This is an optimization exercise on Yosys and OpenROAD, whose aim is small area, a short achievable clock period and few clock cycles per item, not a production implementation.
Only simulation tests tie the RTL to the original design; equivalence was not proved.
Power is estimated from default activity; no workload was simulated.

**flow/config.mk**
```make
export PLATFORM = sky130hd
export DESIGN_NAME = alu_exec_ctrl
export DESIGN_NICKNAME = alu_exec_ctrl
export VERILOG_FILES = /design/flow/design.v
export SDC_FILE = /design/flow/constraint.sdc
export NUM_CORES = 4
export LEC_CHECK = 0
export CAP_MARGIN = 20
export CORE_MARGIN = 2
export CORE_UTILIZATION = 60
export PLACE_DENSITY = 0.75
export SETUP_SLACK_MARGIN = 4
export SLEW_MARGIN = 20
export TNS_END_PERCENT = 5
```
**flow/constraint.sdc**
```tcl
create_clock -name core_clock -period 10.0 [get_ports {clk}]
set_input_delay 2.0000 -clock core_clock [delete_from_list [all_inputs] [get_ports {clk}]]
set_output_delay 2.0000 -clock core_clock [all_outputs]
set_load 0.01 [all_outputs]
```
**flow/design.v**
```verilog
module alu_exec_ctrl #(
  parameter int MUL_LAT = 3
) (
  input  logic        clk,
  input  logic        rst_n,
  input  logic        instr_valid,
  output logic        instr_ready,
  input  logic [31:0] instr,
  output logic        busy,
  output logic        done,
  output logic        illegal,
  output logic [4:0]  wb_addr,
  output logic [15:0] wb_data,
  output logic [15:0] sgpr_out,
  input  logic [4:0]  dbg_addr,
  output logic [15:0] dbg_data
);
  logic [15:0] gpr [32];
  logic [31:0] gv;
  logic [15:0] sgpr;
  logic        s1_v;
  logic [31:0] ir;
  logic [4:0]  s1_opc, rs1, rs2;
  logic        imm;
  assign s1_opc = ir[31:27];
  assign rs1    = ir[21:17];
  assign imm    = ir[16];
  assign rs2    = ir[15:11];
  logic        s2_v, s2_we, s2_mul, s2_fa, s2_fb;
  logic [4:0]  s2_opc, s2_rd;
  logic        s2_imm;
  logic [15:0] ra, rb;
  logic        s3_v, s3_we, s3_mul;
  logic [15:0] hs0, hs1, hi;
  logic        hc, s3_hc;
  assign hi = hs0 + hs1 + {15'd0, s3_hc};
  logic        stall;
  assign stall = s1_v && s1_opc == 5'd4 && s2_v && s2_we &&
                 (s2_rd == rs1 || (!imm && s2_rd == rs2));
  assign instr_ready = rst_n && !stall;
  logic [4:0]  addr_a;
  logic [31:0] sel_a, sel_b;
  logic [15:0] rd_a, rd_b;
  logic        w3a, w3b;
  assign addr_a = s1_v ? rs1 : dbg_addr;
  logic [3:0] dh;
  logic [7:0] dl;
  assign dh = 4'd1 << dbg_addr[4:3];
  assign dl = 8'd1 << dbg_addr[2:0];
  always_comb
    for (int i = 0; i < 32; i++)
      sel_a[i] = gv[i] && (s1_v ? rs1 == 5'(i) : dh[i / 8] && dl[i % 8]);
  assign sel_b  = (32'd1 << rs2) & gv;
  always_comb begin
    rd_a = '0;
    rd_b = '0;
    for (int i = 0; i < 32; i++) begin
      rd_a = rd_a | (gpr[i] & {16{sel_a[i]}});
      rd_b = rd_b | (gpr[i] & {16{sel_b[i]}});
    end
  end
  assign dbg_data = rd_a;
  assign sgpr_out = sgpr;
  assign w3a      = s3_v && s3_we && wb_addr == rs1;
  assign w3b      = s3_v && s3_we && wb_addr == rs2;
  always_ff @(posedge clk) begin
    if (!stall) ir <= instr;
    s2_opc <= s1_opc;
    s2_rd  <= ir[26:22];
    s2_imm <= imm;
    s2_we  <= s1_opc <= 5'd11;
    s2_mul <= s1_opc == 5'd4;
    s2_fa  <= s2_v && s2_we && s2_rd == rs1;
    s2_fb  <= !imm && s2_v && s2_we && s2_rd == rs2;
    ra     <= w3a ? wb_data : rd_a;
    rb     <= imm ? ir[15:0] : w3b ? wb_data : rd_b;
  end
  logic [15:0] a, b, alu, sg, sum, mv, lo;
  logic [31:0] r0, r1;
  logic        sub;
  assign a = s2_fa ? wb_data : ra;
  assign b = s2_fb ? wb_data : rb;
  mul16_csa u_mul (.a(ra), .b(rb), .r0(r0), .r1(r1));
  assign {hc, lo} = {1'b0, r0[15:0]} + {1'b0, r1[15:0]};
  assign sg  = s3_v && s3_mul ? hi : sgpr;
  assign sub = s2_opc[0];
  assign sum = a + (b ^ {16{sub}}) + {15'd0, sub};
  assign mv  = s2_imm ? b : a;
  always_comb begin
    case (s2_opc)
      5'd0:    alu = sg;
      5'd1:    alu = mv;
      5'd2:    alu = sum;
      5'd3:    alu = sum;
      5'd5:    alu = a | b;
      5'd6:    alu = a & b;
      5'd7:    alu = a ^ b;
      5'd8:    alu = ~(a ^ b);
      5'd9:    alu = ~(a & b);
      5'd10:   alu = ~(a | b);
      5'd11:   alu = ~mv;
      default: alu = '0;
    endcase
  end
  always_ff @(posedge clk) begin
    s3_we   <= s2_we;
    s3_mul  <= s2_mul;
    wb_addr <= s2_rd;
    wb_data <= s2_mul ? lo : alu;
    hs0     <= r0[31:16];
    hs1     <= r1[31:16];
    s3_hc   <= hc;
    if (s3_v && s3_we) gpr[wb_addr] <= wb_data;
  end
  always_ff @(posedge clk or negedge rst_n)
    if (!rst_n) begin
      s1_v <= 1'b0;
      s2_v <= 1'b0;
      s3_v <= 1'b0;
      sgpr <= '0;
      gv   <= '0;
    end else begin
      s1_v <= stall || instr_valid;
      s2_v <= s1_v && !stall;
      s3_v <= s2_v;
      if (s3_v && s3_mul) sgpr <= hi;
      if (s3_v && s3_we) gv[wb_addr] <= 1'b1;
    end
  assign illegal = !s3_we;
  assign busy = s1_v || s2_v || s3_v;
  assign done = s3_v;
endmodule
module mul16_csa(input [15:0] a, input [15:0] b, output [31:0] r0, output [31:0] r1);
  wire pp0_0 = a[0] & b[0];
  wire pp0_1 = a[1] & b[0];
  wire pp0_2 = a[2] & b[0];
  wire pp0_3 = a[3] & b[0];
  wire pp0_4 = a[4] & b[0];
  wire pp0_5 = a[5] & b[0];
  wire pp0_6 = a[6] & b[0];
  wire pp0_7 = a[7] & b[0];
  wire pp0_8 = a[8] & b[0];
  wire pp0_9 = a[9] & b[0];
  wire pp0_10 = a[10] & b[0];
  wire pp0_11 = a[11] & b[0];
  wire pp0_12 = a[12] & b[0];
  wire pp0_13 = a[13] & b[0];
  wire pp0_14 = a[14] & b[0];
  wire pp0_15 = a[15] & b[0];
  wire pp1_0 = a[0] & b[1];
  wire pp1_1 = a[1] & b[1];
  wire pp1_2 = a[2] & b[1];
  wire pp1_3 = a[3] & b[1];
  wire pp1_4 = a[4] & b[1];
  wire pp1_5 = a[5] & b[1];
  wire pp1_6 = a[6] & b[1];
  wire pp1_7 = a[7] & b[1];
  wire pp1_8 = a[8] & b[1];
  wire pp1_9 = a[9] & b[1];
  wire pp1_10 = a[10] & b[1];
  wire pp1_11 = a[11] & b[1];
  wire pp1_12 = a[12] & b[1];
  wire pp1_13 = a[13] & b[1];
  wire pp1_14 = a[14] & b[1];
  wire pp1_15 = a[15] & b[1];
  wire pp2_0 = a[0] & b[2];
  wire pp2_1 = a[1] & b[2];
  wire pp2_2 = a[2] & b[2];
  wire pp2_3 = a[3] & b[2];
  wire pp2_4 = a[4] & b[2];
  wire pp2_5 = a[5] & b[2];
  wire pp2_6 = a[6] & b[2];
  wire pp2_7 = a[7] & b[2];
  wire pp2_8 = a[8] & b[2];
  wire pp2_9 = a[9] & b[2];
  wire pp2_10 = a[10] & b[2];
  wire pp2_11 = a[11] & b[2];
  wire pp2_12 = a[12] & b[2];
  wire pp2_13 = a[13] & b[2];
  wire pp2_14 = a[14] & b[2];
  wire pp2_15 = a[15] & b[2];
  wire pp3_0 = a[0] & b[3];
  wire pp3_1 = a[1] & b[3];
  wire pp3_2 = a[2] & b[3];
  wire pp3_3 = a[3] & b[3];
  wire pp3_4 = a[4] & b[3];
  wire pp3_5 = a[5] & b[3];
  wire pp3_6 = a[6] & b[3];
  wire pp3_7 = a[7] & b[3];
  wire pp3_8 = a[8] & b[3];
  wire pp3_9 = a[9] & b[3];
  wire pp3_10 = a[10] & b[3];
  wire pp3_11 = a[11] & b[3];
  wire pp3_12 = a[12] & b[3];
  wire pp3_13 = a[13] & b[3];
  wire pp3_14 = a[14] & b[3];
  wire pp3_15 = a[15] & b[3];
  wire pp4_0 = a[0] & b[4];
  wire pp4_1 = a[1] & b[4];
  wire pp4_2 = a[2] & b[4];
  wire pp4_3 = a[3] & b[4];
  wire pp4_4 = a[4] & b[4];
  wire pp4_5 = a[5] & b[4];
  wire pp4_6 = a[6] & b[4];
  wire pp4_7 = a[7] & b[4];
  wire pp4_8 = a[8] & b[4];
  wire pp4_9 = a[9] & b[4];
  wire pp4_10 = a[10] & b[4];
  wire pp4_11 = a[11] & b[4];
  wire pp4_12 = a[12] & b[4];
  wire pp4_13 = a[13] & b[4];
  wire pp4_14 = a[14] & b[4];
  wire pp4_15 = a[15] & b[4];
  wire pp5_0 = a[0] & b[5];
  wire pp5_1 = a[1] & b[5];
  wire pp5_2 = a[2] & b[5];
  wire pp5_3 = a[3] & b[5];
  wire pp5_4 = a[4] & b[5];
  wire pp5_5 = a[5] & b[5];
  wire pp5_6 = a[6] & b[5];
  wire pp5_7 = a[7] & b[5];
  wire pp5_8 = a[8] & b[5];
  wire pp5_9 = a[9] & b[5];
  wire pp5_10 = a[10] & b[5];
  wire pp5_11 = a[11] & b[5];
  wire pp5_12 = a[12] & b[5];
  wire pp5_13 = a[13] & b[5];
  wire pp5_14 = a[14] & b[5];
  wire pp5_15 = a[15] & b[5];
  wire pp6_0 = a[0] & b[6];
  wire pp6_1 = a[1] & b[6];
  wire pp6_2 = a[2] & b[6];
  wire pp6_3 = a[3] & b[6];
  wire pp6_4 = a[4] & b[6];
  wire pp6_5 = a[5] & b[6];
  wire pp6_6 = a[6] & b[6];
  wire pp6_7 = a[7] & b[6];
  wire pp6_8 = a[8] & b[6];
  wire pp6_9 = a[9] & b[6];
  wire pp6_10 = a[10] & b[6];
  wire pp6_11 = a[11] & b[6];
  wire pp6_12 = a[12] & b[6];
  wire pp6_13 = a[13] & b[6];
  wire pp6_14 = a[14] & b[6];
  wire pp6_15 = a[15] & b[6];
  wire pp7_0 = a[0] & b[7];
  wire pp7_1 = a[1] & b[7];
  wire pp7_2 = a[2] & b[7];
  wire pp7_3 = a[3] & b[7];
  wire pp7_4 = a[4] & b[7];
  wire pp7_5 = a[5] & b[7];
  wire pp7_6 = a[6] & b[7];
  wire pp7_7 = a[7] & b[7];
  wire pp7_8 = a[8] & b[7];
  wire pp7_9 = a[9] & b[7];
  wire pp7_10 = a[10] & b[7];
  wire pp7_11 = a[11] & b[7];
  wire pp7_12 = a[12] & b[7];
  wire pp7_13 = a[13] & b[7];
  wire pp7_14 = a[14] & b[7];
  wire pp7_15 = a[15] & b[7];
  wire pp8_0 = a[0] & b[8];
  wire pp8_1 = a[1] & b[8];
  wire pp8_2 = a[2] & b[8];
  wire pp8_3 = a[3] & b[8];
  wire pp8_4 = a[4] & b[8];
  wire pp8_5 = a[5] & b[8];
  wire pp8_6 = a[6] & b[8];
  wire pp8_7 = a[7] & b[8];
  wire pp8_8 = a[8] & b[8];
  wire pp8_9 = a[9] & b[8];
  wire pp8_10 = a[10] & b[8];
  wire pp8_11 = a[11] & b[8];
  wire pp8_12 = a[12] & b[8];
  wire pp8_13 = a[13] & b[8];
  wire pp8_14 = a[14] & b[8];
  wire pp8_15 = a[15] & b[8];
  wire pp9_0 = a[0] & b[9];
  wire pp9_1 = a[1] & b[9];
  wire pp9_2 = a[2] & b[9];
  wire pp9_3 = a[3] & b[9];
  wire pp9_4 = a[4] & b[9];
  wire pp9_5 = a[5] & b[9];
  wire pp9_6 = a[6] & b[9];
  wire pp9_7 = a[7] & b[9];
  wire pp9_8 = a[8] & b[9];
  wire pp9_9 = a[9] & b[9];
  wire pp9_10 = a[10] & b[9];
  wire pp9_11 = a[11] & b[9];
  wire pp9_12 = a[12] & b[9];
  wire pp9_13 = a[13] & b[9];
  wire pp9_14 = a[14] & b[9];
  wire pp9_15 = a[15] & b[9];
  wire pp10_0 = a[0] & b[10];
  wire pp10_1 = a[1] & b[10];
  wire pp10_2 = a[2] & b[10];
  wire pp10_3 = a[3] & b[10];
  wire pp10_4 = a[4] & b[10];
  wire pp10_5 = a[5] & b[10];
  wire pp10_6 = a[6] & b[10];
  wire pp10_7 = a[7] & b[10];
  wire pp10_8 = a[8] & b[10];
  wire pp10_9 = a[9] & b[10];
  wire pp10_10 = a[10] & b[10];
  wire pp10_11 = a[11] & b[10];
  wire pp10_12 = a[12] & b[10];
  wire pp10_13 = a[13] & b[10];
  wire pp10_14 = a[14] & b[10];
  wire pp10_15 = a[15] & b[10];
  wire pp11_0 = a[0] & b[11];
  wire pp11_1 = a[1] & b[11];
  wire pp11_2 = a[2] & b[11];
  wire pp11_3 = a[3] & b[11];
  wire pp11_4 = a[4] & b[11];
  wire pp11_5 = a[5] & b[11];
  wire pp11_6 = a[6] & b[11];
  wire pp11_7 = a[7] & b[11];
  wire pp11_8 = a[8] & b[11];
  wire pp11_9 = a[9] & b[11];
  wire pp11_10 = a[10] & b[11];
  wire pp11_11 = a[11] & b[11];
  wire pp11_12 = a[12] & b[11];
  wire pp11_13 = a[13] & b[11];
  wire pp11_14 = a[14] & b[11];
  wire pp11_15 = a[15] & b[11];
  wire pp12_0 = a[0] & b[12];
  wire pp12_1 = a[1] & b[12];
  wire pp12_2 = a[2] & b[12];
  wire pp12_3 = a[3] & b[12];
  wire pp12_4 = a[4] & b[12];
  wire pp12_5 = a[5] & b[12];
  wire pp12_6 = a[6] & b[12];
  wire pp12_7 = a[7] & b[12];
  wire pp12_8 = a[8] & b[12];
  wire pp12_9 = a[9] & b[12];
  wire pp12_10 = a[10] & b[12];
  wire pp12_11 = a[11] & b[12];
  wire pp12_12 = a[12] & b[12];
  wire pp12_13 = a[13] & b[12];
  wire pp12_14 = a[14] & b[12];
  wire pp12_15 = a[15] & b[12];
  wire pp13_0 = a[0] & b[13];
  wire pp13_1 = a[1] & b[13];
  wire pp13_2 = a[2] & b[13];
  wire pp13_3 = a[3] & b[13];
  wire pp13_4 = a[4] & b[13];
  wire pp13_5 = a[5] & b[13];
  wire pp13_6 = a[6] & b[13];
  wire pp13_7 = a[7] & b[13];
  wire pp13_8 = a[8] & b[13];
  wire pp13_9 = a[9] & b[13];
  wire pp13_10 = a[10] & b[13];
  wire pp13_11 = a[11] & b[13];
  wire pp13_12 = a[12] & b[13];
  wire pp13_13 = a[13] & b[13];
  wire pp13_14 = a[14] & b[13];
  wire pp13_15 = a[15] & b[13];
  wire pp14_0 = a[0] & b[14];
  wire pp14_1 = a[1] & b[14];
  wire pp14_2 = a[2] & b[14];
  wire pp14_3 = a[3] & b[14];
  wire pp14_4 = a[4] & b[14];
  wire pp14_5 = a[5] & b[14];
  wire pp14_6 = a[6] & b[14];
  wire pp14_7 = a[7] & b[14];
  wire pp14_8 = a[8] & b[14];
  wire pp14_9 = a[9] & b[14];
  wire pp14_10 = a[10] & b[14];
  wire pp14_11 = a[11] & b[14];
  wire pp14_12 = a[12] & b[14];
  wire pp14_13 = a[13] & b[14];
  wire pp14_14 = a[14] & b[14];
  wire pp14_15 = a[15] & b[14];
  wire pp15_0 = a[0] & b[15];
  wire pp15_1 = a[1] & b[15];
  wire pp15_2 = a[2] & b[15];
  wire pp15_3 = a[3] & b[15];
  wire pp15_4 = a[4] & b[15];
  wire pp15_5 = a[5] & b[15];
  wire pp15_6 = a[6] & b[15];
  wire pp15_7 = a[7] & b[15];
  wire pp15_8 = a[8] & b[15];
  wire pp15_9 = a[9] & b[15];
  wire pp15_10 = a[10] & b[15];
  wire pp15_11 = a[11] & b[15];
  wire pp15_12 = a[12] & b[15];
  wire pp15_13 = a[13] & b[15];
  wire pp15_14 = a[14] & b[15];
  wire pp15_15 = a[15] & b[15];
  wire s0 = pp0_13 ^ pp1_12;
  wire c0 = pp0_13 & pp1_12;
  wire s1 = pp0_14 ^ pp1_13 ^ pp2_12;
  wire c1 = (pp0_14 & pp1_13) | (pp0_14 & pp2_12) | (pp1_13 & pp2_12);
  wire s2 = pp3_11 ^ pp4_10;
  wire c2 = pp3_11 & pp4_10;
  wire s3 = pp0_15 ^ pp1_14 ^ pp2_13;
  wire c3 = (pp0_15 & pp1_14) | (pp0_15 & pp2_13) | (pp1_14 & pp2_13);
  wire s4 = pp3_12 ^ pp4_11 ^ pp5_10;
  wire c4 = (pp3_12 & pp4_11) | (pp3_12 & pp5_10) | (pp4_11 & pp5_10);
  wire s5 = pp6_9 ^ pp7_8;
  wire c5 = pp6_9 & pp7_8;
  wire s6 = pp1_15 ^ pp2_14 ^ pp3_13;
  wire c6 = (pp1_15 & pp2_14) | (pp1_15 & pp3_13) | (pp2_14 & pp3_13);
  wire s7 = pp4_12 ^ pp5_11 ^ pp6_10;
  wire c7 = (pp4_12 & pp5_11) | (pp4_12 & pp6_10) | (pp5_11 & pp6_10);
  wire s8 = pp7_9 ^ pp8_8;
  wire c8 = pp7_9 & pp8_8;
  wire s9 = pp2_15 ^ pp3_14 ^ pp4_13;
  wire c9 = (pp2_15 & pp3_14) | (pp2_15 & pp4_13) | (pp3_14 & pp4_13);
  wire s10 = pp5_12 ^ pp6_11 ^ pp7_10;
  wire c10 = (pp5_12 & pp6_11) | (pp5_12 & pp7_10) | (pp6_11 & pp7_10);
  wire s11 = pp3_15 ^ pp4_14 ^ pp5_13;
  wire c11 = (pp3_15 & pp4_14) | (pp3_15 & pp5_13) | (pp4_14 & pp5_13);
  wire s12 = pp0_9 ^ pp1_8;
  wire c12 = pp0_9 & pp1_8;
  wire s13 = pp0_10 ^ pp1_9 ^ pp2_8;
  wire c13 = (pp0_10 & pp1_9) | (pp0_10 & pp2_8) | (pp1_9 & pp2_8);
  wire s14 = pp3_7 ^ pp4_6;
  wire c14 = pp3_7 & pp4_6;
  wire s15 = pp0_11 ^ pp1_10 ^ pp2_9;
  wire c15 = (pp0_11 & pp1_10) | (pp0_11 & pp2_9) | (pp1_10 & pp2_9);
  wire s16 = pp3_8 ^ pp4_7 ^ pp5_6;
  wire c16 = (pp3_8 & pp4_7) | (pp3_8 & pp5_6) | (pp4_7 & pp5_6);
  wire s17 = pp6_5 ^ pp7_4;
  wire c17 = pp6_5 & pp7_4;
  wire s18 = pp0_12 ^ pp1_11 ^ pp2_10;
  wire c18 = (pp0_12 & pp1_11) | (pp0_12 & pp2_10) | (pp1_11 & pp2_10);
  wire s19 = pp3_9 ^ pp4_8 ^ pp5_7;
  wire c19 = (pp3_9 & pp4_8) | (pp3_9 & pp5_7) | (pp4_8 & pp5_7);
  wire s20 = pp6_6 ^ pp7_5 ^ pp8_4;
  wire c20 = (pp6_6 & pp7_5) | (pp6_6 & pp8_4) | (pp7_5 & pp8_4);
  wire s21 = pp9_3 ^ pp10_2;
  wire c21 = pp9_3 & pp10_2;
  wire s22 = pp2_11 ^ pp3_10 ^ pp4_9;
  wire c22 = (pp2_11 & pp3_10) | (pp2_11 & pp4_9) | (pp3_10 & pp4_9);
  wire s23 = pp5_8 ^ pp6_7 ^ pp7_6;
  wire c23 = (pp5_8 & pp6_7) | (pp5_8 & pp7_6) | (pp6_7 & pp7_6);
  wire s24 = pp8_5 ^ pp9_4 ^ pp10_3;
  wire c24 = (pp8_5 & pp9_4) | (pp8_5 & pp10_3) | (pp9_4 & pp10_3);
  wire s25 = pp11_2 ^ pp12_1 ^ pp13_0;
  wire c25 = (pp11_2 & pp12_1) | (pp11_2 & pp13_0) | (pp12_1 & pp13_0);
  wire s26 = pp5_9 ^ pp6_8 ^ pp7_7;
  wire c26 = (pp5_9 & pp6_8) | (pp5_9 & pp7_7) | (pp6_8 & pp7_7);
  wire s27 = pp8_6 ^ pp9_5 ^ pp10_4;
  wire c27 = (pp8_6 & pp9_5) | (pp8_6 & pp10_4) | (pp9_5 & pp10_4);
  wire s28 = pp11_3 ^ pp12_2 ^ pp13_1;
  wire c28 = (pp11_3 & pp12_2) | (pp11_3 & pp13_1) | (pp12_2 & pp13_1);
  wire s29 = pp14_0 ^ s1 ^ s2;
  wire c29 = (pp14_0 & s1) | (pp14_0 & s2) | (s1 & s2);
  wire s30 = pp8_7 ^ pp9_6 ^ pp10_5;
  wire c30 = (pp8_7 & pp9_6) | (pp8_7 & pp10_5) | (pp9_6 & pp10_5);
  wire s31 = pp11_4 ^ pp12_3 ^ pp13_2;
  wire c31 = (pp11_4 & pp12_3) | (pp11_4 & pp13_2) | (pp12_3 & pp13_2);
  wire s32 = pp14_1 ^ pp15_0 ^ s3;
  wire c32 = (pp14_1 & pp15_0) | (pp14_1 & s3) | (pp15_0 & s3);
  wire s33 = s4 ^ s5 ^ c1;
  wire c33 = (s4 & s5) | (s4 & c1) | (s5 & c1);
  wire s34 = pp9_7 ^ pp10_6 ^ pp11_5;
  wire c34 = (pp9_7 & pp10_6) | (pp9_7 & pp11_5) | (pp10_6 & pp11_5);
  wire s35 = pp12_4 ^ pp13_3 ^ pp14_2;
  wire c35 = (pp12_4 & pp13_3) | (pp12_4 & pp14_2) | (pp13_3 & pp14_2);
  wire s36 = pp15_1 ^ s6 ^ s7;
  wire c36 = (pp15_1 & s6) | (pp15_1 & s7) | (s6 & s7);
  wire s37 = s8 ^ c3 ^ c4;
  wire c37 = (s8 & c3) | (s8 & c4) | (c3 & c4);
  wire s38 = pp8_9 ^ pp9_8 ^ pp10_7;
  wire c38 = (pp8_9 & pp9_8) | (pp8_9 & pp10_7) | (pp9_8 & pp10_7);
  wire s39 = pp11_6 ^ pp12_5 ^ pp13_4;
  wire c39 = (pp11_6 & pp12_5) | (pp11_6 & pp13_4) | (pp12_5 & pp13_4);
  wire s40 = pp14_3 ^ pp15_2 ^ s9;
  wire c40 = (pp14_3 & pp15_2) | (pp14_3 & s9) | (pp15_2 & s9);
  wire s41 = s10 ^ c6 ^ c7;
  wire c41 = (s10 & c6) | (s10 & c7) | (c6 & c7);
  wire s42 = pp6_12 ^ pp7_11 ^ pp8_10;
  wire c42 = (pp6_12 & pp7_11) | (pp6_12 & pp8_10) | (pp7_11 & pp8_10);
  wire s43 = pp9_9 ^ pp10_8 ^ pp11_7;
  wire c43 = (pp9_9 & pp10_8) | (pp9_9 & pp11_7) | (pp10_8 & pp11_7);
  wire s44 = pp12_6 ^ pp13_5 ^ pp14_4;
  wire c44 = (pp12_6 & pp13_5) | (pp12_6 & pp14_4) | (pp13_5 & pp14_4);
  wire s45 = pp15_3 ^ s11 ^ c9;
  wire c45 = (pp15_3 & s11) | (pp15_3 & c9) | (s11 & c9);
  wire s46 = pp4_15 ^ pp5_14 ^ pp6_13;
  wire c46 = (pp4_15 & pp5_14) | (pp4_15 & pp6_13) | (pp5_14 & pp6_13);
  wire s47 = pp7_12 ^ pp8_11 ^ pp9_10;
  wire c47 = (pp7_12 & pp8_11) | (pp7_12 & pp9_10) | (pp8_11 & pp9_10);
  wire s48 = pp10_9 ^ pp11_8 ^ pp12_7;
  wire c48 = (pp10_9 & pp11_8) | (pp10_9 & pp12_7) | (pp11_8 & pp12_7);
  wire s49 = pp13_6 ^ pp14_5 ^ pp15_4;
  wire c49 = (pp13_6 & pp14_5) | (pp13_6 & pp15_4) | (pp14_5 & pp15_4);
  wire s50 = pp5_15 ^ pp6_14 ^ pp7_13;
  wire c50 = (pp5_15 & pp6_14) | (pp5_15 & pp7_13) | (pp6_14 & pp7_13);
  wire s51 = pp8_12 ^ pp9_11 ^ pp10_10;
  wire c51 = (pp8_12 & pp9_11) | (pp8_12 & pp10_10) | (pp9_11 & pp10_10);
  wire s52 = pp11_9 ^ pp12_8 ^ pp13_7;
  wire c52 = (pp11_9 & pp12_8) | (pp11_9 & pp13_7) | (pp12_8 & pp13_7);
  wire s53 = pp6_15 ^ pp7_14 ^ pp8_13;
  wire c53 = (pp6_15 & pp7_14) | (pp6_15 & pp8_13) | (pp7_14 & pp8_13);
  wire s54 = pp9_12 ^ pp10_11 ^ pp11_10;
  wire c54 = (pp9_12 & pp10_11) | (pp9_12 & pp11_10) | (pp10_11 & pp11_10);
  wire s55 = pp7_15 ^ pp8_14 ^ pp9_13;
  wire c55 = (pp7_15 & pp8_14) | (pp7_15 & pp9_13) | (pp8_14 & pp9_13);
  wire s56 = pp0_6 ^ pp1_5;
  wire c56 = pp0_6 & pp1_5;
  wire s57 = pp0_7 ^ pp1_6 ^ pp2_5;
  wire c57 = (pp0_7 & pp1_6) | (pp0_7 & pp2_5) | (pp1_6 & pp2_5);
  wire s58 = pp3_4 ^ pp4_3;
  wire c58 = pp3_4 & pp4_3;
  wire s59 = pp0_8 ^ pp1_7 ^ pp2_6;
  wire c59 = (pp0_8 & pp1_7) | (pp0_8 & pp2_6) | (pp1_7 & pp2_6);
  wire s60 = pp3_5 ^ pp4_4 ^ pp5_3;
  wire c60 = (pp3_5 & pp4_4) | (pp3_5 & pp5_3) | (pp4_4 & pp5_3);
  wire s61 = pp6_2 ^ pp7_1;
  wire c61 = pp6_2 & pp7_1;
  wire s62 = pp2_7 ^ pp3_6 ^ pp4_5;
  wire c62 = (pp2_7 & pp3_6) | (pp2_7 & pp4_5) | (pp3_6 & pp4_5);
  wire s63 = pp5_4 ^ pp6_3 ^ pp7_2;
  wire c63 = (pp5_4 & pp6_3) | (pp5_4 & pp7_2) | (pp6_3 & pp7_2);
  wire s64 = pp8_1 ^ pp9_0 ^ s12;
  wire c64 = (pp8_1 & pp9_0) | (pp8_1 & s12) | (pp9_0 & s12);
  wire s65 = pp5_5 ^ pp6_4 ^ pp7_3;
  wire c65 = (pp5_5 & pp6_4) | (pp5_5 & pp7_3) | (pp6_4 & pp7_3);
  wire s66 = pp8_2 ^ pp9_1 ^ pp10_0;
  wire c66 = (pp8_2 & pp9_1) | (pp8_2 & pp10_0) | (pp9_1 & pp10_0);
  wire s67 = s13 ^ s14 ^ c12;
  wire c67 = (s13 & s14) | (s13 & c12) | (s14 & c12);
  wire s68 = pp8_3 ^ pp9_2 ^ pp10_1;
  wire c68 = (pp8_3 & pp9_2) | (pp8_3 & pp10_1) | (pp9_2 & pp10_1);
  wire s69 = pp11_0 ^ s15 ^ s16;
  wire c69 = (pp11_0 & s15) | (pp11_0 & s16) | (s15 & s16);
  wire s70 = s17 ^ c13 ^ c14;
  wire c70 = (s17 & c13) | (s17 & c14) | (c13 & c14);
  wire s71 = pp11_1 ^ pp12_0 ^ s18;
  wire c71 = (pp11_1 & pp12_0) | (pp11_1 & s18) | (pp12_0 & s18);
  wire s72 = s19 ^ s20 ^ s21;
  wire c72 = (s19 & s20) | (s19 & s21) | (s20 & s21);
  wire s73 = c15 ^ c16 ^ c17;
  wire c73 = (c15 & c16) | (c15 & c17) | (c16 & c17);
  wire s74 = s0 ^ s22 ^ s23;
  wire c74 = (s0 & s22) | (s0 & s23) | (s22 & s23);
  wire s75 = s24 ^ s25 ^ c18;
  wire c75 = (s24 & s25) | (s24 & c18) | (s25 & c18);
  wire s76 = c19 ^ c20 ^ c21;
  wire c76 = (c19 & c20) | (c19 & c21) | (c20 & c21);
  wire s77 = c0 ^ s26 ^ s27;
  wire c77 = (c0 & s26) | (c0 & s27) | (s26 & s27);
  wire s78 = s28 ^ s29 ^ c22;
  wire c78 = (s28 & s29) | (s28 & c22) | (s29 & c22);
  wire s79 = c23 ^ c24 ^ c25;
  wire c79 = (c23 & c24) | (c23 & c25) | (c24 & c25);
  wire s80 = c2 ^ s30 ^ s31;
  wire c80 = (c2 & s30) | (c2 & s31) | (s30 & s31);
  wire s81 = s32 ^ s33 ^ c26;
  wire c81 = (s32 & s33) | (s32 & c26) | (s33 & c26);
  wire s82 = c27 ^ c28 ^ c29;
  wire c82 = (c27 & c28) | (c27 & c29) | (c28 & c29);
  wire s83 = c5 ^ s34 ^ s35;
  wire c83 = (c5 & s34) | (c5 & s35) | (s34 & s35);
  wire s84 = s36 ^ s37 ^ c30;
  wire c84 = (s36 & s37) | (s36 & c30) | (s37 & c30);
  wire s85 = c31 ^ c32 ^ c33;
  wire c85 = (c31 & c32) | (c31 & c33) | (c32 & c33);
  wire s86 = c8 ^ s38 ^ s39;
  wire c86 = (c8 & s38) | (c8 & s39) | (s38 & s39);
  wire s87 = s40 ^ s41 ^ c34;
  wire c87 = (s40 & s41) | (s40 & c34) | (s41 & c34);
  wire s88 = c35 ^ c36 ^ c37;
  wire c88 = (c35 & c36) | (c35 & c37) | (c36 & c37);
  wire s89 = c10 ^ s42 ^ s43;
  wire c89 = (c10 & s42) | (c10 & s43) | (s42 & s43);
  wire s90 = s44 ^ s45 ^ c38;
  wire c90 = (s44 & s45) | (s44 & c38) | (s45 & c38);
  wire s91 = c39 ^ c40 ^ c41;
  wire c91 = (c39 & c40) | (c39 & c41) | (c40 & c41);
  wire s92 = c11 ^ s46 ^ s47;
  wire c92 = (c11 & s46) | (c11 & s47) | (s46 & s47);
  wire s93 = s48 ^ s49 ^ c42;
  wire c93 = (s48 & s49) | (s48 & c42) | (s49 & c42);
  wire s94 = c43 ^ c44 ^ c45;
  wire c94 = (c43 & c44) | (c43 & c45) | (c44 & c45);
  wire s95 = pp14_6 ^ pp15_5 ^ s50;
  wire c95 = (pp14_6 & pp15_5) | (pp14_6 & s50) | (pp15_5 & s50);
  wire s96 = s51 ^ s52 ^ c46;
  wire c96 = (s51 & s52) | (s51 & c46) | (s52 & c46);
  wire s97 = c47 ^ c48 ^ c49;
  wire c97 = (c47 & c48) | (c47 & c49) | (c48 & c49);
  wire s98 = pp12_9 ^ pp13_8 ^ pp14_7;
  wire c98 = (pp12_9 & pp13_8) | (pp12_9 & pp14_7) | (pp13_8 & pp14_7);
  wire s99 = pp15_6 ^ s53 ^ s54;
  wire c99 = (pp15_6 & s53) | (pp15_6 & s54) | (s53 & s54);
  wire s100 = c50 ^ c51 ^ c52;
  wire c100 = (c50 & c51) | (c50 & c52) | (c51 & c52);
  wire s101 = pp10_12 ^ pp11_11 ^ pp12_10;
  wire c101 = (pp10_12 & pp11_11) | (pp10_12 & pp12_10) | (pp11_11 & pp12_10);
  wire s102 = pp13_9 ^ pp14_8 ^ pp15_7;
  wire c102 = (pp13_9 & pp14_8) | (pp13_9 & pp15_7) | (pp14_8 & pp15_7);
  wire s103 = s55 ^ c53 ^ c54;
  wire c103 = (s55 & c53) | (s55 & c54) | (c53 & c54);
  wire s104 = pp8_15 ^ pp9_14 ^ pp10_13;
  wire c104 = (pp8_15 & pp9_14) | (pp8_15 & pp10_13) | (pp9_14 & pp10_13);
  wire s105 = pp11_12 ^ pp12_11 ^ pp13_10;
  wire c105 = (pp11_12 & pp12_11) | (pp11_12 & pp13_10) | (pp12_11 & pp13_10);
  wire s106 = pp14_9 ^ pp15_8 ^ c55;
  wire c106 = (pp14_9 & pp15_8) | (pp14_9 & c55) | (pp15_8 & c55);
  wire s107 = pp9_15 ^ pp10_14 ^ pp11_13;
  wire c107 = (pp9_15 & pp10_14) | (pp9_15 & pp11_13) | (pp10_14 & pp11_13);
  wire s108 = pp12_12 ^ pp13_11 ^ pp14_10;
  wire c108 = (pp12_12 & pp13_11) | (pp12_12 & pp14_10) | (pp13_11 & pp14_10);
  wire s109 = pp10_15 ^ pp11_14 ^ pp12_13;
  wire c109 = (pp10_15 & pp11_14) | (pp10_15 & pp12_13) | (pp11_14 & pp12_13);
  wire s110 = pp0_4 ^ pp1_3;
  wire c110 = pp0_4 & pp1_3;
  wire s111 = pp0_5 ^ pp1_4 ^ pp2_3;
  wire c111 = (pp0_5 & pp1_4) | (pp0_5 & pp2_3) | (pp1_4 & pp2_3);
  wire s112 = pp3_2 ^ pp4_1;
  wire c112 = pp3_2 & pp4_1;
  wire s113 = pp2_4 ^ pp3_3 ^ pp4_2;
  wire c113 = (pp2_4 & pp3_3) | (pp2_4 & pp4_2) | (pp3_3 & pp4_2);
  wire s114 = pp5_1 ^ pp6_0 ^ s56;
  wire c114 = (pp5_1 & pp6_0) | (pp5_1 & s56) | (pp6_0 & s56);
  wire s115 = pp5_2 ^ pp6_1 ^ pp7_0;
  wire c115 = (pp5_2 & pp6_1) | (pp5_2 & pp7_0) | (pp6_1 & pp7_0);
  wire s116 = s57 ^ s58 ^ c56;
  wire c116 = (s57 & s58) | (s57 & c56) | (s58 & c56);
  wire s117 = pp8_0 ^ s59 ^ s60;
  wire c117 = (pp8_0 & s59) | (pp8_0 & s60) | (s59 & s60);
  wire s118 = s61 ^ c57 ^ c58;
  wire c118 = (s61 & c57) | (s61 & c58) | (c57 & c58);
  wire s119 = s62 ^ s63 ^ s64;
  wire c119 = (s62 & s63) | (s62 & s64) | (s63 & s64);
  wire s120 = c59 ^ c60 ^ c61;
  wire c120 = (c59 & c60) | (c59 & c61) | (c60 & c61);
  wire s121 = s65 ^ s66 ^ s67;
  wire c121 = (s65 & s66) | (s65 & s67) | (s66 & s67);
  wire s122 = c62 ^ c63 ^ c64;
  wire c122 = (c62 & c63) | (c62 & c64) | (c63 & c64);
  wire s123 = s68 ^ s69 ^ s70;
  wire c123 = (s68 & s69) | (s68 & s70) | (s69 & s70);
  wire s124 = c65 ^ c66 ^ c67;
  wire c124 = (c65 & c66) | (c65 & c67) | (c66 & c67);
  wire s125 = s71 ^ s72 ^ s73;
  wire c125 = (s71 & s72) | (s71 & s73) | (s72 & s73);
  wire s126 = c68 ^ c69 ^ c70;
  wire c126 = (c68 & c69) | (c68 & c70) | (c69 & c70);
  wire s127 = s74 ^ s75 ^ s76;
  wire c127 = (s74 & s75) | (s74 & s76) | (s75 & s76);
  wire s128 = c71 ^ c72 ^ c73;
  wire c128 = (c71 & c72) | (c71 & c73) | (c72 & c73);
  wire s129 = s77 ^ s78 ^ s79;
  wire c129 = (s77 & s78) | (s77 & s79) | (s78 & s79);
  wire s130 = c74 ^ c75 ^ c76;
  wire c130 = (c74 & c75) | (c74 & c76) | (c75 & c76);
  wire s131 = s80 ^ s81 ^ s82;
  wire c131 = (s80 & s81) | (s80 & s82) | (s81 & s82);
  wire s132 = c77 ^ c78 ^ c79;
  wire c132 = (c77 & c78) | (c77 & c79) | (c78 & c79);
  wire s133 = s83 ^ s84 ^ s85;
  wire c133 = (s83 & s84) | (s83 & s85) | (s84 & s85);
  wire s134 = c80 ^ c81 ^ c82;
  wire c134 = (c80 & c81) | (c80 & c82) | (c81 & c82);
  wire s135 = s86 ^ s87 ^ s88;
  wire c135 = (s86 & s87) | (s86 & s88) | (s87 & s88);
  wire s136 = c83 ^ c84 ^ c85;
  wire c136 = (c83 & c84) | (c83 & c85) | (c84 & c85);
  wire s137 = s89 ^ s90 ^ s91;
  wire c137 = (s89 & s90) | (s89 & s91) | (s90 & s91);
  wire s138 = c86 ^ c87 ^ c88;
  wire c138 = (c86 & c87) | (c86 & c88) | (c87 & c88);
  wire s139 = s92 ^ s93 ^ s94;
  wire c139 = (s92 & s93) | (s92 & s94) | (s93 & s94);
  wire s140 = c89 ^ c90 ^ c91;
  wire c140 = (c89 & c90) | (c89 & c91) | (c90 & c91);
  wire s141 = s95 ^ s96 ^ s97;
  wire c141 = (s95 & s96) | (s95 & s97) | (s96 & s97);
  wire s142 = c92 ^ c93 ^ c94;
  wire c142 = (c92 & c93) | (c92 & c94) | (c93 & c94);
  wire s143 = s98 ^ s99 ^ s100;
  wire c143 = (s98 & s99) | (s98 & s100) | (s99 & s100);
  wire s144 = c95 ^ c96 ^ c97;
  wire c144 = (c95 & c96) | (c95 & c97) | (c96 & c97);
  wire s145 = s101 ^ s102 ^ s103;
  wire c145 = (s101 & s102) | (s101 & s103) | (s102 & s103);
  wire s146 = c98 ^ c99 ^ c100;
  wire c146 = (c98 & c99) | (c98 & c100) | (c99 & c100);
  wire s147 = s104 ^ s105 ^ s106;
  wire c147 = (s104 & s105) | (s104 & s106) | (s105 & s106);
  wire s148 = c101 ^ c102 ^ c103;
  wire c148 = (c101 & c102) | (c101 & c103) | (c102 & c103);
  wire s149 = pp15_9 ^ s107 ^ s108;
  wire c149 = (pp15_9 & s107) | (pp15_9 & s108) | (s107 & s108);
  wire s150 = c104 ^ c105 ^ c106;
  wire c150 = (c104 & c105) | (c104 & c106) | (c105 & c106);
  wire s151 = pp13_12 ^ pp14_11 ^ pp15_10;
  wire c151 = (pp13_12 & pp14_11) | (pp13_12 & pp15_10) | (pp14_11 & pp15_10);
  wire s152 = s109 ^ c107 ^ c108;
  wire c152 = (s109 & c107) | (s109 & c108) | (c107 & c108);
  wire s153 = pp11_15 ^ pp12_14 ^ pp13_13;
  wire c153 = (pp11_15 & pp12_14) | (pp11_15 & pp13_13) | (pp12_14 & pp13_13);
  wire s154 = pp14_12 ^ pp15_11 ^ c109;
  wire c154 = (pp14_12 & pp15_11) | (pp14_12 & c109) | (pp15_11 & c109);
  wire s155 = pp12_15 ^ pp13_14 ^ pp14_13;
  wire c155 = (pp12_15 & pp13_14) | (pp12_15 & pp14_13) | (pp13_14 & pp14_13);
  wire s156 = pp0_3 ^ pp1_2;
  wire c156 = pp0_3 & pp1_2;
  wire s157 = pp2_2 ^ pp3_1 ^ pp4_0;
  wire c157 = (pp2_2 & pp3_1) | (pp2_2 & pp4_0) | (pp3_1 & pp4_0);
  wire s158 = pp5_0 ^ s111 ^ s112;
  wire c158 = (pp5_0 & s111) | (pp5_0 & s112) | (s111 & s112);
  wire s159 = s113 ^ s114 ^ c111;
  wire c159 = (s113 & s114) | (s113 & c111) | (s114 & c111);
  wire s160 = s115 ^ s116 ^ c113;
  wire c160 = (s115 & s116) | (s115 & c113) | (s116 & c113);
  wire s161 = s117 ^ s118 ^ c115;
  wire c161 = (s117 & s118) | (s117 & c115) | (s118 & c115);
  wire s162 = s119 ^ s120 ^ c117;
  wire c162 = (s119 & s120) | (s119 & c117) | (s120 & c117);
  wire s163 = s121 ^ s122 ^ c119;
  wire c163 = (s121 & s122) | (s121 & c119) | (s122 & c119);
  wire s164 = s123 ^ s124 ^ c121;
  wire c164 = (s123 & s124) | (s123 & c121) | (s124 & c121);
  wire s165 = s125 ^ s126 ^ c123;
  wire c165 = (s125 & s126) | (s125 & c123) | (s126 & c123);
  wire s166 = s127 ^ s128 ^ c125;
  wire c166 = (s127 & s128) | (s127 & c125) | (s128 & c125);
  wire s167 = s129 ^ s130 ^ c127;
  wire c167 = (s129 & s130) | (s129 & c127) | (s130 & c127);
  wire s168 = s131 ^ s132 ^ c129;
  wire c168 = (s131 & s132) | (s131 & c129) | (s132 & c129);
  wire s169 = s133 ^ s134 ^ c131;
  wire c169 = (s133 & s134) | (s133 & c131) | (s134 & c131);
  wire s170 = s135 ^ s136 ^ c133;
  wire c170 = (s135 & s136) | (s135 & c133) | (s136 & c133);
  wire s171 = s137 ^ s138 ^ c135;
  wire c171 = (s137 & s138) | (s137 & c135) | (s138 & c135);
  wire s172 = s139 ^ s140 ^ c137;
  wire c172 = (s139 & s140) | (s139 & c137) | (s140 & c137);
  wire s173 = s141 ^ s142 ^ c139;
  wire c173 = (s141 & s142) | (s141 & c139) | (s142 & c139);
  wire s174 = s143 ^ s144 ^ c141;
  wire c174 = (s143 & s144) | (s143 & c141) | (s144 & c141);
  wire s175 = s145 ^ s146 ^ c143;
  wire c175 = (s145 & s146) | (s145 & c143) | (s146 & c143);
  wire s176 = s147 ^ s148 ^ c145;
  wire c176 = (s147 & s148) | (s147 & c145) | (s148 & c145);
  wire s177 = s149 ^ s150 ^ c147;
  wire c177 = (s149 & s150) | (s149 & c147) | (s150 & c147);
  wire s178 = s151 ^ s152 ^ c149;
  wire c178 = (s151 & s152) | (s151 & c149) | (s152 & c149);
  wire s179 = s153 ^ s154 ^ c151;
  wire c179 = (s153 & s154) | (s153 & c151) | (s154 & c151);
  wire s180 = pp15_12 ^ s155 ^ c153;
  wire c180 = (pp15_12 & s155) | (pp15_12 & c153) | (s155 & c153);
  wire s181 = pp13_15 ^ pp14_14 ^ pp15_13;
  wire c181 = (pp13_15 & pp14_14) | (pp13_15 & pp15_13) | (pp14_14 & pp15_13);
  wire s182 = pp0_2 ^ pp1_1;
  wire c182 = pp0_2 & pp1_1;
  wire s183 = pp2_1 ^ pp3_0 ^ s156;
  wire c183 = (pp2_1 & pp3_0) | (pp2_1 & s156) | (pp3_0 & s156);
  wire s184 = s110 ^ s157 ^ c156;
  wire c184 = (s110 & s157) | (s110 & c156) | (s157 & c156);
  wire s185 = c110 ^ s158 ^ c157;
  wire c185 = (c110 & s158) | (c110 & c157) | (s158 & c157);
  wire s186 = c112 ^ s159 ^ c158;
  wire c186 = (c112 & s159) | (c112 & c158) | (s159 & c158);
  wire s187 = c114 ^ s160 ^ c159;
  wire c187 = (c114 & s160) | (c114 & c159) | (s160 & c159);
  wire s188 = c116 ^ s161 ^ c160;
  wire c188 = (c116 & s161) | (c116 & c160) | (s161 & c160);
  wire s189 = c118 ^ s162 ^ c161;
  wire c189 = (c118 & s162) | (c118 & c161) | (s162 & c161);
  wire s190 = c120 ^ s163 ^ c162;
  wire c190 = (c120 & s163) | (c120 & c162) | (s163 & c162);
  wire s191 = c122 ^ s164 ^ c163;
  wire c191 = (c122 & s164) | (c122 & c163) | (s164 & c163);
  wire s192 = c124 ^ s165 ^ c164;
  wire c192 = (c124 & s165) | (c124 & c164) | (s165 & c164);
  wire s193 = c126 ^ s166 ^ c165;
  wire c193 = (c126 & s166) | (c126 & c165) | (s166 & c165);
  wire s194 = c128 ^ s167 ^ c166;
  wire c194 = (c128 & s167) | (c128 & c166) | (s167 & c166);
  wire s195 = c130 ^ s168 ^ c167;
  wire c195 = (c130 & s168) | (c130 & c167) | (s168 & c167);
  wire s196 = c132 ^ s169 ^ c168;
  wire c196 = (c132 & s169) | (c132 & c168) | (s169 & c168);
  wire s197 = c134 ^ s170 ^ c169;
  wire c197 = (c134 & s170) | (c134 & c169) | (s170 & c169);
  wire s198 = c136 ^ s171 ^ c170;
  wire c198 = (c136 & s171) | (c136 & c170) | (s171 & c170);
  wire s199 = c138 ^ s172 ^ c171;
  wire c199 = (c138 & s172) | (c138 & c171) | (s172 & c171);
  wire s200 = c140 ^ s173 ^ c172;
  wire c200 = (c140 & s173) | (c140 & c172) | (s173 & c172);
  wire s201 = c142 ^ s174 ^ c173;
  wire c201 = (c142 & s174) | (c142 & c173) | (s174 & c173);
  wire s202 = c144 ^ s175 ^ c174;
  wire c202 = (c144 & s175) | (c144 & c174) | (s175 & c174);
  wire s203 = c146 ^ s176 ^ c175;
  wire c203 = (c146 & s176) | (c146 & c175) | (s176 & c175);
  wire s204 = c148 ^ s177 ^ c176;
  wire c204 = (c148 & s177) | (c148 & c176) | (s177 & c176);
  wire s205 = c150 ^ s178 ^ c177;
  wire c205 = (c150 & s178) | (c150 & c177) | (s178 & c177);
  wire s206 = c152 ^ s179 ^ c178;
  wire c206 = (c152 & s179) | (c152 & c178) | (s179 & c178);
  wire s207 = c154 ^ s180 ^ c179;
  wire c207 = (c154 & s180) | (c154 & c179) | (s180 & c179);
  wire s208 = c155 ^ s181 ^ c180;
  wire c208 = (c155 & s181) | (c155 & c180) | (s181 & c180);
  wire s209 = pp14_15 ^ pp15_14 ^ c181;
  wire c209 = (pp14_15 & pp15_14) | (pp14_15 & c181) | (pp15_14 & c181);
  assign r0 = {1'b0, pp15_15, s209, s208, s207, s206, s205, s204, s203, s202, s201, s200, s199, s198, s197, s196, s195, s194, s193, s192, s191, s190, s189, s188, s187, s186, s185, s184, s183, pp2_0, pp0_1, pp0_0};
  assign r1 = {1'b0, c209, c208, c207, c206, c205, c204, c203, c202, c201, c200, c199, c198, c197, c196, c195, c194, c193, c192, c191, c190, c189, c188, c187, c186, c185, c184, c183, c182, s182, pp1_0, 1'b0};
endmodule
```
**flow/flow/run.sh**
```bash
#!/bin/bash
# The standard layout (standard.sh: standard synthesis through finish), with clock tree
# synthesis using clkbuf_4 buffers and no dummy loads, and the port buffers made from buf_1.
# All tool output goes to standard_flow.log here; ORFS's per-step logs stay under orfs/logs/.
set -o pipefail
export CTS_ARGS="-sink_clustering_enable -repair_clock_nets -dont_use_dummy_load -buf_list sky130_fd_sc_hd__clkbuf_4"
export BUFFER_PORTS_ARGS="-buffer_cell sky130_fd_sc_hd__buf_1"
bash standard.sh > standard_flow.log 2>&1
```
**flow/standard.sh**
```bash
#!/bin/bash
# synth_recipe.tcl (not shown) runs the flow's synth.tcl, then flattens the netlist and writes it again
# the make line also repeats each setting of config.mk as NAME=value (left out here)
make -C /OpenROAD-flow-scripts/flow DESIGN_CONFIG=/design/flow/config.mk WORK_HOME=/design/flow/orfs CLKGATE_MAP_FILE= SYNTH_SCRIPT=/design/flow/synth_recipe.tcl "${@:-finish}"
```
==> summary.txt <==
## path summary, 6_finish.rpt
kind / to / slack, ns / depth (start not counted)
min in group asynchronous: s3_v / 1.14 / 2
max in group asynchronous: sgpr[13] / 8.27 / 2
worst max register to register: wb_data[15] / 4.37 / 16
worst min-delay path: s2_rd[4] / 0.32 / 0
worst max-delay path: dbg_data[11] / 3.88 / 10
worst min register to register: s2_rd[4] / 0.32 / 0
## through the flow
stage,utilization [%],cells,setup WS [ns],hold WS [ns]
5_1_grt,66.01,4302,3.880,0.3316
3_3_place_gp,62.68,4095,3.474,0.3290
4_1_cts,65.64,4296,3.952,0.3226
3_5_place_dp,62.69,4095,3.460,0.3278
6_report,66.02,4306,3.884,0.3197
2_1_floorplan,-,3246,4.388,0.3233
## cell usage in the layout (no fill, tap or decap), types with 37 or more instances in the layout
master    instances
nand4_1          97
and2_1          233
dfxtp_1         100
ha_1             94
nand2_1         164
inv_1           237
a21o_1           38
mux2i_1          37
nor2_1           71
edfxtp_1        544
buf_1            78
a22oi_1         418
a22o_1           53
o21ai_0          69
dfrtp_1          51
buf_4           117
nand3_1          46
fa_1            199
xnor2_1          48
clkbuf_4        177
a21oi_1          64
## Yosys cell counts, drive strengths merged, types with 7 or more instances
| cell | instances |
|---|---|
| or4 | 14 |
| nor4 | 22 |
| nand3b | 8 |
| mux2 | 33 |
| nand2b | 16 |
| o21a | 8 |
| and3 | 34 |
| dfrtp | 51 |
| nor2b | 20 |
| inv | 237 |
| a22oi | 422 |
| nor3 | 23 |
| a221oi | 51 |
| a211oi | 10 |
| fa | 199 |
| a21oi | 64 |
| nor2 | 105 |
| a21o | 38 |
| o21ai | 89 |
| or2 | 7 |
| o211ai | 8 |
| nand2 | 166 |
| o22ai | 33 |
| dfxtp | 101 |
| xor2 | 25 |
| buf | 55 |
| o2111ai | 7 |
| a22o | 53 |
| edfxtp | 544 |
| mux2i | 37 |
| xnor2 | 48 |
| ha | 94 |
| nand3 | 47 |
| nand4 | 97 |
| clkbuf | 165 |
| and2 | 249 |
## power by group through the flow
stage	Combinational, mW	Clock, mW	Sequential (mW)
6_report	1.38	1.83	3.46
5_1_grt	1.51	1.96	3.46
4_1_cts	1.35	1.83	3.44
3_5_place_dp	1.33	0	3.50
3_3_place_gp	1.28	0	3.50
2_1_floorplan	0.864	0	3.46
## per-layer routing
metal / track usage [%] / routed length [um] / vias to the layer above
met1: 58.49 / 52950 / 15480
li1: - / - / 12450
met2: 69.47 / 66430 / 3098
met4: 30.92 / 13830 / 13
met5: 1.781 / 241 / -
met3: 20.93 / 26280 / 999
## area by class of cell
type                    instances  area, um2
multi-input cells            2093      17620
diodes                          7      17.52
clock buffers                 176       1321
repair buffers                242       1851
well taps                     855       1070
flip-flops and latches        696      19640
fillers                      4902      21820
inverters                     237      889.6
## kinds of logic after synthesis
logic type	after synthesis	synth area share (%)
simple gates	832	11.82
compound gates	825	15.71
xor+xnor	73	1.647
flops	696	50.58
buf+inv	457	4.906
mux	70	2.037
fa+ha+maj	293	13.29
## what timing repair did
item,in CTS,in global routing
cloned,0,1
buffers inserted,25,1
pin swaps,15,22
endpoints found under the setup margin,16,16
gates resized for setup,97,46
## sequential cells by signal, indices dropped and copies added, names as in the netlist, 5 cells and up
| signal | count |
|---|---|
| ir | 32 |
| sgpr | 16 |
| wb_addr | 5 |
| rb | 16 |
| s2_opc | 5 |
| hs0 | 15 |
| hs1 | 15 |
| ra | 16 |
| wb_data | 16 |
| s2_rd | 5 |
| gv | 32 |
| gpr | 512 |
## critical path: stages
cell	delay (ns)
buf_12	0.12
nand4b_1	0.23
o22ai_1	0.13
and2_4	0.20
buf_12	0.17
buf_4	0.18
a22oi_1	0.19
nand4_1	0.13
or4_4	0.59
buf_2	0.16
==> impl_metrics.yaml <==
clock_network:
  clk_pin_slew_ns: 0.07
  cts-root-buf: "clkbuf_4"
  postCtsHoldBufs: 0
  clock_sinks: 696
  cts_tree: "done"
  clk_path_buf_depth: 3
  ctsHtreeMaxLevel: 4
  numCtsBuffers: 176
  insertion_delay_ns: 1.04
power_and_ir_drop:
  power.leakage_nw: 16.02
  netSwitchingFraction_pct: 31.01
  seqPwrFrac_pct: 51.9
  p_per_area_nw_per_um2: 157.1
  finalPower_mw: 6.663
  power.switching_mw: 2.066
  p_int_mw: 4.597
  vdd_drop_max_mv: 0.1361
  p_clk_share_pct: 27.4
  p_comb_share_pct: 20.7
detailed_routing:
  routed_via_density: 7.441
  antenna_left: 0
  drt-total-wl_um: 159700
  routedWlPerCell_um: 37.09
  drtIter0Drc: 5977
  vias: 32040
  post-route-drc-count: 0
  first_pass_iters: 11
grt:
  grt_pass1_wl_um: 223900
  grtUsageTotal_pct: 47.91
  gr-total-overflow: 0
  grt_pass1_vias: 31930
  antenna_found_initial: 7
  grt_max_degree: 53
place:
  place_area_um2: 40270
  portBuffers: 96
  place.gp.congestion: 0.9965
  dp_hpwl_um: 95350
synthesis:
  ys_seq_elements: 696
  synth-main-ff-cell: "edfxtp_1"
  async_flop_share_pct: 7.328
  synth_area_leaders: "edfxtp_1 (42%), fa_1 (10%), a22oi_1 (8.2%), dfxtp_1 (5.2%), and2_1 (4.0%)"
  synthCells: 3246
  synth_top_area_share_pct: 42.08
  ys_seq_area_share_pct: 50.58
  syn-cell-area_um2: 38820
  synth_cell_types: 74
  synth_top_cell_by_area: "edfxtp_1"
  ys_warn_count: 1
  synth-edff-count: 544
  avgSynthCellArea_um2: 11.96
  synthesis.nets: 3579
sta:
  max_freq_mhz: 163.5
  setup_tns_ns: 0
  final.setup_skew_ns: 0.1462
  hold_viol_final: 0
  min_period_over_period_pct: 61.16
  slew_viol_final: 0
  worstMarginPinSlew_ns: 1.271
  slew-limit-headroom_pct: 14.48
  rsz0062_at_grt: "yes"
  period_minus_slack_ns: 6.116
  finalSetupViolations: 0
finish:
  area_delta_synth_final_pct: 9.254
  drive_gt1_share_pct: 14.40
  postLayoutCellArea_um2: 42410
  fin_nets: 3779
setup_path:
  cp_data_arrival_time_ns: 4.12
  startpoint: "dbg_addr[3]"
  r2r_start: "ra[9]"
  setup.worst_path.start_class: "primary input"
  worstPathRequired_ns: 8.00
  crit_fanout: 7
  cp-end-kind: "output pin"
  path_class: "in -> out"
floorplanning:
  die_height_um: 258.4
  rows: 93
  core_area_um2: 64230
  die_w_um: 258.4
  io_pins: 97
  dieArea_um2: 66740
  start_util_pct: 60.43
outcome:
  outcome: "no timing/DRC/antenna violations"
hold_path:
  hold_start: "ir[26]"
  holdCritPathClass: "reg -> reg"
job:
  maxCapViolations: 0
Testbench counts, summed over its fixed seeds: cycles 32,137, instrs 32,000.

==> what the ideal ports hide <==
No port has a modelled driver above. Below, the same layout with a new extraction and two added sets of constraints.
Step 1 sets driving cells, clkbuf_16 on the clock port and buf_2 on the other inputs (assumed; they add their load-dependent delay and slew).
Step 2 moves the port delays by t, midway between the first and last clock arrival at a register: inputs arrive t later, outputs are due t later. That takes back most of the time a late clock gives input paths.
a / b / c = ideal / step 1 / step 2; a / b = the first two.
t, ns: 1.030
setup slack, ns: 3.884 / 3.830 / 3.830
worst setup path after step 2: input to output
worst register clock-pin slew, ns: 0.07 / 0.07
After both steps setup and hold are still met in this run. The setup slack of this run moves by -0.054 ns with the drivers and by -0.054 ns with both steps.
